Context: an optimization exercise on an open-source flow, tuned for small area and a short achievable clock period. The choices shown serve that exercise and are no tape-out recipe. Function was checked by simulation only, so behaviour that the tests miss may differ from the original. Power figures rest on the tool's default switching activity, not on a simulated workload. The clock port is modelled as an ideal driver; clocking choices that lean on that would not hold on a real chip.

## flow/flow/run.sh

```bash
#!/bin/bash
# The standard layout (the standard.sh: the standard synthesis and ORFS from floorplan to
# the final layout), with two changes to how the layout is made:
#  - timing repair aims for 5.6 ns of setup slack, more than config.mk's SETUP_SLACK_MARGIN
#    may ask for, so that it keeps improving the paths to the outputs;
#  - the port buffers are sky130_fd_sc_hd__buf_2 cells (which repair may resize) rather
#    than the delay cells buffer_ports picks by itself.
# The make output goes to standard.log; each ORFS step keeps its own log under orfs/logs.
set -euo pipefail
bash standard.sh SETUP_SLACK_MARGIN=5.6 "BUFFER_PORTS_ARGS=-buffer_cell sky130_fd_sc_hd__buf_2" finish > standard.log 2>&1
```

## flow/standard.sh

```bash
#!/bin/bash
# synth_recipe.tcl (not shown) runs the flow's synth.tcl, then flattens the netlist and writes it again
# the make line also repeats each setting of config.mk as NAME=value (left out here)
make -C /OpenROAD-flow-scripts/flow DESIGN_CONFIG=/design/flow/config.mk WORK_HOME=/design/flow/orfs CLKGATE_MAP_FILE= SYNTH_SCRIPT=/design/flow/synth_recipe.tcl "${@:-finish}"
```

## flow/config.mk

```make
export PLATFORM = sky130hd
export DESIGN_NAME = dmx512_frame_transmitter
export DESIGN_NICKNAME = dmx512_frame_transmitter
export VERILOG_FILES = /design/flow/design.v
export SDC_FILE = /design/flow/constraint.sdc
export NUM_CORES = 4
export LEC_CHECK = 0
export CAP_MARGIN = 20
export CORE_MARGIN = 2
export CORE_UTILIZATION = 60
export CTS_CLUSTER_DIAMETER = 100
export CTS_CLUSTER_SIZE = 30
export SLEW_MARGIN = 20
export SYNTH_MEMORY_MAX_BITS = 8192
```

## flow/constraint.sdc

```tcl
create_clock -name core_clock -period 8.0 [get_ports {clk}]
set_input_delay 1.6000 -clock core_clock [delete_from_list [all_inputs] [get_ports {clk}]]
set_output_delay 1.6000 -clock core_clock [all_outputs]
set_load 0.01 [all_outputs]
```

## flow/design.v

```verilog
`default_nettype none
package dmx_pkg;
	localparam int unsigned MAX_SLOTS  = 512;
	localparam int unsigned SLOT_AW    = $clog2(MAX_SLOTS + 1);
	localparam int unsigned FRAME_BITS = 11;
	localparam int unsigned CFG_AW  = 5;
	localparam int unsigned CFG_DW  = 32;
	localparam int unsigned IN_DW   = 24;
	localparam int unsigned OUT_DW  = 8;
	localparam logic [2:0] REG_TX_ENABLE   = 3'd0;
	localparam logic [2:0] REG_SLOT_COUNT  = 3'd1;
	localparam logic [2:0] REG_BREAK_TICKS = 3'd2;
	localparam logic [2:0] REG_MAB_TICKS   = 3'd3;
	localparam logic [2:0] REG_BIT_TICKS   = 3'd4;
	localparam logic REQ_TICK  = 1'b0;
	localparam logic REQ_WRITE = 1'b1;
	localparam logic [9:0]  RST_SLOT_COUNT  = 10'd512;
	localparam logic [15:0] RST_BREAK_TICKS = 16'd7040;
	localparam logic [15:0] RST_MAB_TICKS   = 16'd480;
	localparam logic [11:0] RST_BIT_TICKS   = 12'd160;
	typedef enum logic [1:0] {
		PH_IDLE  = 2'd0,
		PH_BREAK = 2'd1,
		PH_MAB   = 2'd2,
		PH_SLOTS = 2'd3
	} phase_t;
	typedef struct packed {
		logic        tx_enable;
		logic [9:0]  slot_count;
		logic [15:0] break_ticks;
		logic [15:0] mab_ticks;
		logic [11:0] bit_ticks;
	} cfg_t;
endpackage
`default_nettype wire
`default_nettype none
import dmx_pkg::*;
module dmx_apb_regs (
	input  wire logic                         clk,
	input  wire logic                         arst_n,
	input  wire logic                         psel,
	input  wire logic                         penable,
	input  wire logic                         pwrite,
	input  wire logic [dmx_pkg::CFG_AW-1:0]   paddr,
	input  wire logic [dmx_pkg::CFG_DW-1:0]   pwdata,
	output logic      [dmx_pkg::CFG_DW-1:0]   prdata,
	output logic                              pready,
	output dmx_pkg::cfg_t                     cfg
);
	dmx_pkg::cfg_t cfg_q;
	logic [4:0]    wsel_q;
	logic [2:0]    reg_sel;
	logic [15:0]   rd_d, rd_q;
	assign pready  = 1'b1;
	assign reg_sel = paddr[CFG_AW-1:2];
	assign cfg     = cfg_q;
	assign prdata  = {16'd0, rd_q};
	always_ff @(posedge clk or negedge arst_n) begin
		if (!arst_n) begin
			cfg_q.tx_enable   <= 1'b0;
			cfg_q.slot_count  <= RST_SLOT_COUNT;
			cfg_q.break_ticks <= RST_BREAK_TICKS;
			cfg_q.mab_ticks   <= RST_MAB_TICKS;
			cfg_q.bit_ticks   <= RST_BIT_TICKS;
		end else if (psel && penable) begin
			if (wsel_q[0]) cfg_q.tx_enable   <= pwdata[0];
			if (wsel_q[1]) cfg_q.slot_count  <= pwdata[9:0];
			if (wsel_q[2]) cfg_q.break_ticks <= pwdata[15:0];
			if (wsel_q[3]) cfg_q.mab_ticks   <= pwdata[15:0];
			if (wsel_q[4]) cfg_q.bit_ticks   <= pwdata[11:0];
		end
	end
	always_ff @(posedge clk or negedge arst_n) begin
		if (!arst_n) begin
			wsel_q <= '0;
		end else begin
			for (int i = 0; i < 5; i++) begin
				wsel_q[i] <= psel && !penable && pwrite && reg_sel == 3'(i);
			end
		end
	end
	always_comb begin
		case (reg_sel)
			REG_TX_ENABLE:   rd_d = {15'd0, cfg_q.tx_enable};
			REG_SLOT_COUNT:  rd_d = {6'd0, cfg_q.slot_count};
			REG_BREAK_TICKS: rd_d = cfg_q.break_ticks;
			REG_MAB_TICKS:   rd_d = cfg_q.mab_ticks;
			REG_BIT_TICKS:   rd_d = {4'd0, cfg_q.bit_ticks};
			default:         rd_d = '0;
		endcase
	end
	always_ff @(posedge clk) begin
		rd_q <= rd_d;
	end
endmodule
`default_nettype wire
`default_nettype none
import dmx_pkg::*;
module dmx512_frame_transmitter (
	input  wire logic                          clk,
	input  wire logic                          arst_n,
	input  wire logic                          s_tvalid,
	output logic                               s_tready,
	input  wire logic [dmx_pkg::IN_DW-1:0]     s_tdata,   
	input  wire logic                          s_tuser,   
	output logic                               m_tvalid,
	input  wire logic                          m_tready,
	output logic      [dmx_pkg::OUT_DW-1:0]    m_tdata,   
	input  wire logic                          psel,
	input  wire logic                          penable,
	input  wire logic                          pwrite,
	input  wire logic [dmx_pkg::CFG_AW-1:0]    paddr,
	input  wire logic [dmx_pkg::CFG_DW-1:0]    pwdata,
	output logic      [dmx_pkg::CFG_DW-1:0]    prdata,
	output logic                               pready
);
	localparam int unsigned RING_LEN = 32;
	localparam int unsigned NRING    = 16;
	dmx_pkg::cfg_t cfg;
	dmx_apb_regs u_regs (
		.clk     (clk),
		.arst_n  (arst_n),
		.psel    (psel),
		.penable (penable),
		.pwrite  (pwrite),
		.paddr   (paddr),
		.pwdata  (pwdata),
		.prdata  (prdata),
		.pready  (pready),
		.cfg     (cfg)
	);
	logic               rdy_q;      
	logic               work_q;     
	logic               mval_q;     
	logic               work1_q;    
	logic               acc;
	logic               req_user_q;
	logic [SLOT_AW-1:0] req_idx_q;
	logic [7:0]         req_val_q;
	logic [4:0]         pos_q;
	logic               clr_q;
	logic               wpend_q, lpend_q;
	logic [7:0]         slot512_q;
	logic [7:0]         tail [NRING];
	logic [NRING-1:0]   ins;
	logic               wfire_q, wfire_d, wpend_d;
	logic [7:0]         wdata;
	logic               lhit;
	dmx_pkg::phase_t    phase_q, phase_n;
	logic [15:0]        tick_q, tick_n;
	logic [SLOT_AW-1:0] slot_q, slot_n;
	logic [3:0]         bit_q, bit_n;
	logic [7:0]         byte_q;
	logic               line_cur;
	logic               line_o_q, act_o_q;
	logic [1:0]         phase_o_q;
	logic               ge_q, end_q;
	logic [15:0]        thr;
	logic               load;
	assign acc      = s_tvalid && rdy_q;
	assign s_tready = rdy_q;
	assign m_tvalid = mval_q;
	assign m_tdata  = {4'd0, phase_o_q, act_o_q, line_o_q};
	always_ff @(posedge clk) begin
		if (!work_q && !wpend_q) begin
			req_user_q <= s_tuser;
			req_idx_q  <= s_tdata[SLOT_AW-1:0];
			req_val_q  <= s_tdata[SLOT_AW+7:SLOT_AW];
		end
	end
	always_ff @(posedge clk or negedge arst_n) begin
		if (!arst_n) begin
			rdy_q  <= 1'b0;
			work_q <= 1'b0;
			mval_q <= 1'b0;
			work1_q <= 1'b0;
		end else begin
			work_q <= acc;
			work1_q <= work_q;
			mval_q <= work1_q || (mval_q && !m_tready);
			rdy_q  <= !acc && !work_q && !work1_q && !(mval_q && !m_tready) && !clr_q
				&& !(wpend_q && !wfire_q) && !(lpend_q && !lhit);
		end
	end
	assign lhit  = slot_q[9] || (pos_q == slot_q[4:0]);
	assign wdata = clr_q ? 8'd0 : req_val_q;
	assign wpend_d = work_q ? (req_user_q == REQ_WRITE && !req_idx_q[9]) : (wpend_q && !wfire_q);
	assign wfire_d = wpend_d && (5'(pos_q + 5'd1) == req_idx_q[4:0]);
	always_comb begin
		for (int r = 0; r < NRING; r++) begin
			ins[r] = clr_q || (wfire_q && req_idx_q[8:5] == 4'(r));
		end
	end
	for (genvar r = 0; r < NRING; r++) begin : g_ring
		logic [8*RING_LEN-1:0] q;
		always_ff @(posedge clk) begin
			q <= {q[8*RING_LEN-9:0], ins[r] ? wdata : q[8*RING_LEN-1 -: 8]};
		end
		assign tail[r] = q[8*RING_LEN-1 -: 8];
	end
	always_ff @(posedge clk) begin
		if (clr_q) begin
			slot512_q <= 8'd0;
		end else if (work_q && req_user_q == REQ_WRITE && req_idx_q == SLOT_AW'(MAX_SLOTS)) begin
			slot512_q <= req_val_q;
		end
	end
	always_ff @(posedge clk or negedge arst_n) begin
		if (!arst_n) begin
			pos_q   <= '0;
			clr_q   <= 1'b1;
			wfire_q <= 1'b0;
			wpend_q <= 1'b0;
			lpend_q <= 1'b0;
		end else begin
			pos_q <= pos_q + 5'd1;
			if (pos_q == 5'd31) begin
				clr_q <= 1'b0;
			end
			wfire_q <= wfire_d;
			wpend_q <= wpend_d;
			if (work_q) begin
				lpend_q <= req_user_q == REQ_TICK && load;
			end else if (lhit) begin
				lpend_q <= 1'b0;
			end
		end
	end
	always_ff @(posedge clk) begin
		if (lpend_q && lhit) begin
			byte_q <= slot_q[9] ? slot512_q : tail[slot_q[8:5]];
		end
	end
	logic [15:0] tick_inc;
	for (genvar i = 0; i < 16; i++) begin : g_inc
		if (i == 0) begin : g_lsb
			assign tick_inc[i] = !tick_q[0];
		end else begin : g_bit
			assign tick_inc[i] = tick_q[i] ^ (&tick_q[i-1:0]);
		end
	end
	always_comb begin
		case (phase_q)
			PH_BREAK: thr = cfg.break_ticks;
			PH_MAB:   thr = cfg.mab_ticks;
			default:  thr = {4'd0, cfg.bit_ticks};
		endcase
	end
	always_ff @(posedge clk) begin
		ge_q  <= tick_q >= thr;
		end_q <= slot_q[9] || (slot_q >= cfg.slot_count);
	end
	always_comb begin
		phase_n = phase_q;
		slot_n  = slot_q;
		bit_n   = bit_q;
		load    = 1'b0;
		tick_n  = (ge_q || phase_q == PH_IDLE) ? 16'd1 : tick_inc;
		if (req_user_q != REQ_TICK) begin
		end else if (!cfg.tx_enable) begin
			phase_n = PH_IDLE;
		end else begin
			case (phase_q)
				PH_IDLE:  phase_n = PH_BREAK;
				PH_BREAK: if (ge_q) phase_n = PH_MAB;
				PH_MAB: begin
					if (ge_q) begin
						phase_n = PH_SLOTS;
						slot_n  = '0;
						bit_n   = '0;
						load    = 1'b1;
					end
				end
				default: begin
					if (ge_q) begin
						bit_n = bit_q + 4'd1;
						if (bit_q == 4'(FRAME_BITS - 1)) begin
							bit_n = '0;
							if (end_q) begin
								phase_n = PH_BREAK;
							end else begin
								slot_n = slot_q + 1'b1;
								load   = 1'b1;
							end
						end
					end
				end
			endcase
		end
	end
	always_comb begin
		if (phase_q == PH_BREAK) begin
			line_cur = 1'b0;
		end else if (phase_q != PH_SLOTS) begin
			line_cur = 1'b1;
		end else begin
			case (bit_q)
				4'd0:        line_cur = 1'b0;
				4'd1, 4'd2:  line_cur = byte_q[0];
				4'd3:        line_cur = byte_q[1];
				4'd4:        line_cur = byte_q[2];
				4'd5:        line_cur = byte_q[3];
				4'd6:        line_cur = byte_q[4];
				4'd7:        line_cur = byte_q[5];
				4'd8:        line_cur = byte_q[6];
				default:     line_cur = 1'b1;
			endcase
		end
	end
	always_ff @(posedge clk or negedge arst_n) begin
		if (!arst_n) begin
			phase_q <= PH_IDLE;
		end else if (work_q && req_user_q == REQ_TICK) begin
			phase_q <= phase_n;
		end
	end
	always_ff @(posedge clk) begin
		phase_o_q <= phase_q;
		line_o_q  <= line_cur;
		act_o_q   <= phase_q == PH_SLOTS;
	end
	always_ff @(posedge clk) begin
		if (work_q && req_user_q == REQ_TICK) begin
			tick_q <= tick_n;
			slot_q <= slot_n;
			bit_q  <= bit_n;
		end
	end
endmodule
`default_nettype wire
```

==> run_summary.xml, run 1 <==
<?xml version="1.0" encoding="UTF-8"?>
<metrics>
  <group name="logic_synthesis">
    <metric name="synth-xor-area-share" unit="%">0.308</metric>
    <metric name="synthesized_flop_and_latch_total" unit="">3743</metric>
    <metric name="synth_top_cell_by_area" unit="">sky130_fd_sc_hd__dfxtp_1</metric>
    <metric name="ys_dominant_reg_cell" unit="">sky130_fd_sc_hd__dfxtp_1</metric>
    <metric name="syn_area_per_cell" unit="um2">17.5</metric>
    <metric name="synth_common_cells" unit="">sky130_fd_sc_hd__dfxtp_1, sky130_fd_sc_hd__nor2_1, sky130_fd_sc_hd__mux2i_1</metric>
    <metric name="synth_top_cell_area_share" unit="%">87.8</metric>
    <metric name="synth_enable_flop_cells" unit="">55</metric>
    <metric name="ys_async_sr_fraction" unit="%">2.00</metric>
    <metric name="yosysWarnings" unit="">3</metric>
    <metric name="yosys-top-cells-area" unit="">sky130_fd_sc_hd__dfxtp_1, sky130_fd_sc_hd__edfxtp_1, sky130_fd_sc_hd__dfrtp_1</metric>
    <metric name="synthMostInstantiatedCell" unit="">sky130_fd_sc_hd__dfxtp_1</metric>
    <metric name="synth_seq_area_share" unit="%">92.1</metric>
    <metric name="synth-simple-area-share" unit="%">2.16</metric>
    <metric name="synth_area_in_compound_gates" unit="%">1.45</metric>
    <metric name="post_synthesis_adder_cell_area_fraction" unit="%">0.638</metric>
    <metric name="number_of_cells_produced_by_synthesis" unit="">4705</metric>
    <metric name="muxShareOfSynthArea" unit="%">2.56</metric>
    <metric name="syn_area" unit="mm2">0.0824</metric>
    <metric name="synth.lib_cells_used.distinct" unit="">67</metric>
    <metric name="combinational_family_with_the_most_area_after_synthesis" unit="">multiplexers</metric>
  </group>
  <group name="outcome">
    <metric name="status" unit="">finished clean</metric>
  </group>
  <group name="drt">
    <metric name="dr_total_vias" unit="">30100</metric>
    <metric name="firstDrtPassIters" unit="">5</metric>
    <metric name="avgViaCountPerCell" unit="">4.52</metric>
    <metric name="detail_route.wl_per_cell" unit="um">16.1</metric>
    <metric name="route.antenna.remaining_nets" unit="">0</metric>
    <metric name="drt-initial-drc-count" unit="">1757</metric>
    <metric name="postRouteWirelength" unit="um">108000</metric>
    <metric name="post-route-drc-count" unit="">0</metric>
  </group>
  <group name="floorplanning">
    <metric name="dieWidth" unit="um">375</metric>
    <metric name="die_area" unit="mm2">0.140</metric>
    <metric name="num_rows" unit="">135</metric>
    <metric name="initial_utilization" unit="%">60.6</metric>
    <metric name="die_span_y" unit="um">375</metric>
    <metric name="core_region_area" unit="mm2">0.136</metric>
    <metric name="pin_count" unit="">112</metric>
  </group>
  <group name="clock_tree">
    <metric name="worst_skew_pair.late_latency" unit="ns">0.78</metric>
    <metric name="worst_setup_hold_path_clk_slew" unit="ns">0.12</metric>
    <metric name="cts_max_level" unit="">4</metric>
    <metric name="cts-buffers-inserted" unit="">142</metric>
    <metric name="cts_sinks" unit="">3743</metric>
    <metric name="cts_tree" unit="">done</metric>
    <metric name="clock_tree.root_cell" unit="">sky130_fd_sc_hd__clkbuf_16</metric>
    <metric name="cts-root-to-sink-buffers" unit="">3</metric>
  </group>
  <group name="global_routing">
    <metric name="grt_pass1_vias" unit="">28300</metric>
    <metric name="grt_max_degree" unit="">76</metric>
    <metric name="grt_overflow_total" unit="">0</metric>
    <metric name="grt_pass1_wl" unit="um">163000</metric>
    <metric name="antenna_found_initial" unit="">5</metric>
    <metric name="globalRouteTotalUtil" unit="%">15.4</metric>
  </group>
  <group name="job">
    <metric name="max_cap_violations" unit="">0</metric>
  </group>
  <group name="sta">
    <metric name="finalSetupViolations" unit="">0</metric>
    <metric name="setup_tns" unit="ns">0</metric>
    <metric name="timing_max_transition_violations_final" unit="">0</metric>
    <metric name="tightestPinTransition" unit="ns">0.934</metric>
    <metric name="layout_worst_path_cycle_share" unit="%">36.8</metric>
    <metric name="max_freq" unit="MHz">340</metric>
    <metric name="timing.final.hold_violations" unit="">0</metric>
    <metric name="rsz0062_at_grt" unit="">true</metric>
    <metric name="minimum_clock_period" unit="ns">2.94</metric>
    <metric name="final.setup_skew" unit="ns">0.0186</metric>
    <metric name="timing.slew.headroom" unit="%">37.6</metric>
  </group>
  <group name="setup_path">
    <metric name="critical_path.cell_chain" unit="">buf_2</metric>
    <metric name="worst-endpoint-arrival" unit="ns">1.34</metric>
    <metric name="worst_ep_required_time" unit="ns">6.40</metric>
    <metric name="cp_top_family" unit="">flip-flops</metric>
    <metric name="timing.critical_path.slowest_stage_cell" unit="">sky130_fd_sc_hd__dfrtp_1</metric>
    <metric name="origin_of_the_critical_flop_to_flop_path" unit="">phase_q[1]$_DFFE_PN0P_</metric>
    <metric name="critical-path-max-stage-delay" unit="ns">0.42</metric>
    <metric name="critPathMaxFanout" unit="">2</metric>
    <metric name="worst-path-buf-inv" unit="">1</metric>
    <metric name="setup.worst_path.start" unit="">rdy_q$_DFF_PN0_</metric>
    <metric name="worst-setup-path-type" unit="">register to output port</metric>
    <metric name="critPathLaunchType" unit="">register</metric>
    <metric name="crit_path_end_kind" unit="">output port</metric>
  </group>
  <group name="pwr">
    <metric name="power_per_cell_area" unit="mW/mm2">312</metric>
    <metric name="static-leakage-power" unit="nW">35.6</metric>
    <metric name="totalPowerFinal" unit="mW">27.7</metric>
    <metric name="vdd_drop_max" unit="V">0.000243</metric>
  </group>
  <group name="place">
    <metric name="hpwl" unit="um">67300</metric>
    <metric name="place_congestion" unit="">0.799</metric>
    <metric name="place.port_buffers" unit="">65</metric>
  </group>
  <group name="min_path">
    <metric name="worst_hold_path_type" unit="">register to register</metric>
    <metric name="min_from" unit="">g_ring[11].q[232]$_DFF_P_</metric>
  </group>
  <group name="layout">
    <metric name="final_net_count" unit="">4968</metric>
    <metric name="layout-drive-gt1-share" unit="%">7.68</metric>
    <metric name="synthToLayoutAreaGrowth" unit="%">7.80</metric>
  </group>
</metrics>
## repair_timing
action	CTS	global route
setup endpoints to repair	47	51
hold buffers	0	0
resized for setup	37	15
buffers inserted	3	1
pin swaps	0	1
## flip-flops by register name, summed over array words and instances (netlist names), 2 cells and up
signal	flops
pos_q	5
phase_o_q	2
byte_q	7
req_val_q	7
g_ring.q	3584
bit_q	4
u_regs.cfg_q	55
slot512_q	7
u_regs.rd_q	16
phase_q	2
slot_q	10
req_idx_q	10
tick_q	16
u_regs.wsel_q	5
## routing by layer
layer	up-vias	routed length, um	part of all wire (%)	GRT usage, %
met1	14400	57300	53	23.6
met4	0	3560	3.3	5.90
met5	-	0	0	0
met3	214	3890	3.6	2.96
met2	446	43000	40	21.8
li1	15100	-	-	-
## report_power, final
part	internal [mW]	leakage [nW]	switching (mW)
Sequential	18.8	30.6	0.109
Combinational	0.156	3.18	0.288
Clock	3.33	1.85	4.98
Total	22.3	35.6	5.38
## area by class of cell
cell class | instances | area [um2]
tap | 1781 | 2230
clock buffer | 161 | 3700
timing repair buffer | 89 | 624
clock inverter | 8 | 82.6
sequential | 3743 | 75900
multi-input combinational | 848 | 6100
fill | 9543 | 47000
inverter | 33 | 124
antenna | 12 | 30.0
## kinds of logic after synthesis
family / count (synthesis)
AND/OR/NAND/NOR: 377
AO/OA/AOI/OAI: 179
flip-flops: 3743
multiplexers: 200
XOR/XNOR: 29
other: 2
adder cells (fa/ha/maj): 42
buffers and inverters: 133
## stage by stage
step / instance area [um2] / worst slack, ns / hold slack [ns] / cells / util, %
floorplan: 82600 / 5.58 / 0.310 / 4724 / -
global placement: 84700 / 4.71 / 0.310 / 6490 / 62.4
detailed placement: 84700 / 4.74 / 0.312 / 6490 / 62.4
CTS: 88700 / 4.97 / 0.320 / 6662 / 65.3
global route: 88800 / 4.97 / 0.329 / 6663 / 65.4
finish: 88800 / 5.06 / 0.315 / 6675 / 65.4
## worst paths after layout
kind,endpoint,slack (ns),cells past startpoint
worst max-delay path,s_tready,5.06,1
worst min-delay path,g_ring[11].q[240]$_DFF_P_,0.32,0
worst max register to register,ge_q$_DFF_P_,5.17,10
worst min register to register,g_ring[11].q[240]$_DFF_P_,0.32,0
max in group asynchronous,rdy_q$_DFF_PN0_,6.63,1
min in group asynchronous,u_regs.wsel_q[3]$_DFF_PN0_,0.83,1
## cells in the final DEF (no fill, tap or decap), types with 33 or more instances in the layout
cell,netlist,layout
sky130_fd_sc_hd__buf_2,21,51
sky130_fd_sc_hd__dfrtp_1,62,62
sky130_fd_sc_hd__clkbuf_16,0,145
sky130_fd_sc_hd__ha_1,42,41
sky130_fd_sc_hd__nor2_1,167,166
sky130_fd_sc_hd__dfxtp_1,3613,3601
sky130_fd_sc_hd__mux2_2,72,59
sky130_fd_sc_hd__a21oi_1,33,33
sky130_fd_sc_hd__edfxtp_1,55,55
sky130_fd_sc_hd__mux2i_1,127,125
sky130_fd_sc_hd__nand2_1,62,62
sky130_fd_sc_hd__o21ai_0,43,43
==> inputs of run 2 (changes only) <==
==> flow/flow/run.sh (replaced) <==
#!/bin/bash
# The standard layout (the standard.sh: the standard synthesis and ORFS from floorplan to
# the final layout), with three changes to how the layout is made:
#  - timing repair aims for 5.6 ns of setup slack, more than config.mk's SETUP_SLACK_MARGIN
#    may ask for, so that it keeps improving the paths to the outputs;
#  - the port buffers are sky130_fd_sc_hd__buf_2 cells (which repair may resize) rather
#    than the delay cells buffer_ports picks by itself;
#  - clock tree synthesis inserts no dummy loads (same clustering as config.mk asks for).
# The make output goes to standard.log; each ORFS step keeps its own log under orfs/logs.
set -euo pipefail
bash standard.sh SETUP_SLACK_MARGIN=5.6 \
	"BUFFER_PORTS_ARGS=-buffer_cell sky130_fd_sc_hd__buf_2" \
	"CTS_ARGS=-sink_clustering_enable -repair_clock_nets -sink_clustering_size 30 -sink_clustering_max_diameter 100 -dont_use_dummy_load" \
	finish > standard.log 2>&1
==> run 2 against run 1 <==
Net effect: sequential cell count is the same; sequential power is essentially flat; routed wire length barely moved; first-iteration DRC count down 0.97%; die area unchanged; area after synthesis did not move; still clean; largest power group unchanged; synthesized cell count is the same; largest cell class unchanged.
==> run_summary.xml, run 2 <==
<?xml version="1.0" encoding="UTF-8"?>
<metrics>
  <group name="sta">
    <metric name="finalSetupViolations" unit="">0</metric>
    <metric name="minimum_clock_period" unit="ns">2.92</metric>
    <metric name="max_freq" unit="MHz">342</metric>
    <metric name="tightestPinTransition" unit="ns">0.943</metric>
    <metric name="timing.final.hold_violations" unit="">0</metric>
    <metric name="post-route-worst-setup-slack" unit="ns">5.08</metric>
    <metric name="hold-worst-slack" unit="ns">0.315</metric>
    <metric name="setup_tns" unit="ns">0</metric>
    <metric name="rsz0062_at_grt" unit="">true</metric>
    <metric name="timing_max_transition_violations_final" unit="">0</metric>
    <metric name="timing.slew.headroom" unit="%">37.1</metric>
    <metric name="final.setup_skew" unit="ns">0.0297</metric>
    <metric name="layout_worst_path_cycle_share" unit="%">36.6</metric>
  </group>
  <group name="global_routing">
    <metric name="global_route.peak_usage_layer" unit="">met1</metric>
    <metric name="grt_util_met1" unit="%">23.6</metric>
    <metric name="gr-usage-met3" unit="%">2.76</metric>
    <metric name="globalRouteTotalUtil" unit="%">15.4</metric>
    <metric name="grt_pass1_vias" unit="">28100</metric>
    <metric name="grt_max_degree" unit="">76</metric>
    <metric name="use_met2" unit="%">21.8</metric>
    <metric name="antenna_found_initial" unit="">6</metric>
    <metric name="grt_overflow_total" unit="">0</metric>
    <metric name="grt_pass1_wl" unit="um">163000</metric>
  </group>
  <group name="min_path">
    <metric name="worst_hold_path_type" unit="">register to register</metric>
  </group>
  <group name="setup_path">
    <metric name="worst_ep_required_time" unit="ns">6.40</metric>
    <metric name="timing.critical_path.slowest_stage_cell" unit="">sky130_fd_sc_hd__dfrtp_1</metric>
    <metric name="critical-path-max-stage-delay" unit="ns">0.42</metric>
    <metric name="critPathMaxFanout" unit="">2</metric>
    <metric name="worst-setup-path-type" unit="">register to output port</metric>
    <metric name="worst-path-buf-inv" unit="">1</metric>
    <metric name="critPathLaunchType" unit="">register</metric>
    <metric name="crit_path_end_kind" unit="">output port</metric>
    <metric name="critical_path.cell_chain" unit="">buf_2</metric>
    <metric name="cp_top_family" unit="">flip-flops</metric>
    <metric name="worst-endpoint-arrival" unit="ns">1.32</metric>
  </group>
  <group name="layout">
    <metric name="largest_register_ff_count" unit="">3584</metric>
    <metric name="final_common_cell" unit="">sky130_fd_sc_hd__dfxtp_1</metric>
    <metric name="most_frequent_cells_in_the_layout" unit="">sky130_fd_sc_hd__dfxtp_1, sky130_fd_sc_hd__nor2_1, sky130_fd_sc_hd__clkbuf_16</metric>
    <metric name="registers_with_the_most_flip_flops" unit="">g_ring.q x3584, u_regs.cfg_q x55</metric>
    <metric name="synthToLayoutAreaGrowth" unit="%">7.52</metric>
    <metric name="layout-drive-gt1-share" unit="%">7.50</metric>
    <metric name="largest-register" unit="">g_ring.q</metric>
    <metric name="final_net_count" unit="">4968</metric>
    <metric name="fill_cell_total_of_the_finished_layout" unit="">9560</metric>
  </group>
  <group name="clock_tree">
    <metric name="cts-buffers-inserted" unit="">142</metric>
    <metric name="cts-root-to-sink-buffers" unit="">3</metric>
    <metric name="worst_setup_hold_path_clk_slew" unit="ns">0.12</metric>
    <metric name="cts_hold_repair.buffers" unit="">0</metric>
    <metric name="worst_skew_pair.late_latency" unit="ns">0.78</metric>
    <metric name="cts_tree" unit="">done</metric>
    <metric name="cts_sinks" unit="">3743</metric>
    <metric name="clock_tree.root_cell" unit="">sky130_fd_sc_hd__clkbuf_16</metric>
    <metric name="cts_max_level" unit="">4</metric>
  </group>
  <group name="place">
    <metric name="hpwl" unit="um">67300</metric>
    <metric name="place.port_buffers" unit="">65</metric>
    <metric name="place_congestion" unit="">0.799</metric>
    <metric name="placement.setup.worst_slack" unit="ns">4.74</metric>
  </group>
  <group name="logic_synthesis">
    <metric name="synth_seq_area_share" unit="%">92.1</metric>
    <metric name="synth_top_cell_by_area" unit="">sky130_fd_sc_hd__dfxtp_1</metric>
    <metric name="synth_enable_flop_cells" unit="">55</metric>
    <metric name="syn_area_per_cell" unit="um2">17.5</metric>
    <metric name="yosys-top-cells-area" unit="">sky130_fd_sc_hd__dfxtp_1, sky130_fd_sc_hd__edfxtp_1, sky130_fd_sc_hd__dfrtp_1</metric>
    <metric name="syn_area" unit="mm2">0.0824</metric>
    <metric name="synth_common_cells" unit="">sky130_fd_sc_hd__dfxtp_1, sky130_fd_sc_hd__nor2_1, sky130_fd_sc_hd__mux2i_1</metric>
    <metric name="ys_async_sr_fraction" unit="%">2.00</metric>
    <metric name="synthMostInstantiatedCell" unit="">sky130_fd_sc_hd__dfxtp_1</metric>
    <metric name="synth_top_cell_area_share" unit="%">87.8</metric>
    <metric name="ys_dominant_reg_cell" unit="">sky130_fd_sc_hd__dfxtp_1</metric>
    <metric name="synthesized_flop_and_latch_total" unit="">3743</metric>
    <metric name="yosysWarnings" unit="">3</metric>
    <metric name="number_of_cells_produced_by_synthesis" unit="">4705</metric>
    <metric name="synth.lib_cells_used.distinct" unit="">67</metric>
  </group>
  <group name="drt">
    <metric name="detail_route.wl_per_cell" unit="um">16.2</metric>
    <metric name="post-route-drc-count" unit="">0</metric>
    <metric name="dr_total_vias" unit="">30100</metric>
    <metric name="avgViaCountPerCell" unit="">4.52</metric>
    <metric name="drt-initial-drc-count" unit="">1740</metric>
    <metric name="postRouteWirelength" unit="um">108000</metric>
    <metric name="firstDrtPassIters" unit="">6</metric>
    <metric name="route.antenna.remaining_nets" unit="">0</metric>
  </group>
  <group name="floorplanning">
    <metric name="die_span_y" unit="um">375</metric>
    <metric name="dieWidth" unit="um">375</metric>
    <metric name="die_area" unit="mm2">0.140</metric>
    <metric name="pin_count" unit="">112</metric>
    <metric name="num_rows" unit="">135</metric>
    <metric name="core_region_area" unit="mm2">0.136</metric>
    <metric name="initial_utilization" unit="%">60.6</metric>
  </group>
  <group name="outcome">
    <metric name="status" unit="">finished clean</metric>
  </group>
  <group name="job">
    <metric name="max_cap_violations" unit="">0</metric>
  </group>
  <group name="pwr">
    <metric name="static-leakage-power" unit="nW">35.5</metric>
    <metric name="vdd_drop_max" unit="V">0.000244</metric>
    <metric name="power_per_cell_area" unit="mW/mm2">310</metric>
  </group>
</metrics>
-- run 2: logic make-up (layout without fill, tap and decap cells) --
| family | Yosys count | in the layout | share of synthesized area [%] |
|---|---|---|---|
| other | 2 | 30 | 0.00912 |
| adder cells (fa/ha/maj) | 42 | 42 | 0.638 |
| buffers and inverters | 133 | 264 | 0.761 |
| AND/OR/NAND/NOR | 377 | 377 | 2.16 |
| multiplexers | 200 | 200 | 2.56 |
| XOR/XNOR | 29 | 29 | 0.308 |
| flip-flops | 3743 | 3743 | 92.1 |
| AO/OA/AOI/OAI | 179 | 179 | 1.45 |
-- run 2: worst paths after layout --
kind	from	endpoint	slack [ns]	depth (start not counted)
min in group asynchronous	arst_n	u_regs.cfg_q[16]$_DFFE_PN0P_	0.84	1
worst min-delay path	g_ring[11].q[232]$_DFF_P_	g_ring[11].q[240]$_DFF_P_	0.31	0
worst max register to register	phase_q[1]$_DFFE_PN0P_	ge_q$_DFF_P_	5.17	10
worst min register to register	g_ring[11].q[232]$_DFF_P_	g_ring[11].q[240]$_DFF_P_	0.31	0
max in group asynchronous	arst_n	work1_q$_DFF_PN0_	6.61	1
worst max-delay path	rdy_q$_DFF_PN0_	s_tready	5.08	1
-- run 2: metrics by stage --
step           cell area (um2)  power, mW  utilization [%]  std cells
2_1_floorplan            82600       19.6                -       4724
3_3_place_gp             84700       19.8             62.4       6490
3_5_place_dp             84700       19.8             62.4       6490
4_1_cts                  88500       27.8             65.1       6635
5_1_grt                  88500       28.5             65.2       6636
6_report                 88600       27.5             65.2       6645
-- run 2: what timing repair did --
item | CTS | global route
hold endpoints to repair | 0 | 0
setup endpoints to repair | 48 | 43
gates resized for setup | 38 | 16
pin swaps | 0 | 1
buffers inserted | 3 | 1
-- run 2: power by group --
| group | internal, mW | leakage, nW | switching, mW | total [mW] |
|---|---|---|---|---|
| registers | 18.8 | 30.6 | 0.108 | 18.9 |
| clock network | 3.21 | 1.75 | 4.90 | 8.11 |
| logic | 0.156 | 3.18 | 0.288 | 0.444 |
-- run 2: final cells by class --
cell class / instances / area [um2] / area share (%)
flip-flops and latches: 3743 / 75900 / 85.7
multi-input cells: 848 / 6110 / 6.89
clock buffers: 142 / 3550 / 4.01
well taps: 1781 / 2230 / 2.52
repair buffers: 89 / 628 / 0.709
inverters: 33 / 124 / 0.140
diodes: 9 / 22.5 / 0.0254
-- run 2: per-layer routing --
layer,share of wire (%),vias up,wire (um)
met5,0,-,0
met4,3.4,0,3710
met3,3.4,207,3700
met2,40,448,43100
met1,53,14300,57200
li1,-,15100,-

[static timing again, ports no longer ideal]
The flow's constraints put no driver on any port. The routed layouts listed below were extracted and timed again, unchanged, in two steps.
Step 1: set_driving_cell puts a clkbuf_16 on clk and a buf_2 on each other input, an assumption about the parent block.
Step 2, shift: input delay + t, output delay - t, t = (earliest + latest rising clock arrival at the registers) / 2. This alone moves slack from input paths to output paths.
a / b / c = ideal / step 1 / step 2; a / b = the first two.
run | t (ns) | setup WS [ns] | worst hold slack (ns) | worst setup path at the end
run 1 | 0.842 | 5.055 / 4.986 / 4.890 | 0.315 / 0.315 / 0.315 | input to register
run 2 | 0.831 | 5.076 / 5.007 / 4.877 | 0.315 / 0.315 / 0.315 | input to register
After both steps every run listed still meets setup and hold. For run 2, which loses most, drivers alone change the setup slack by -0.069 ns; drivers and shift together by -0.199 ns.
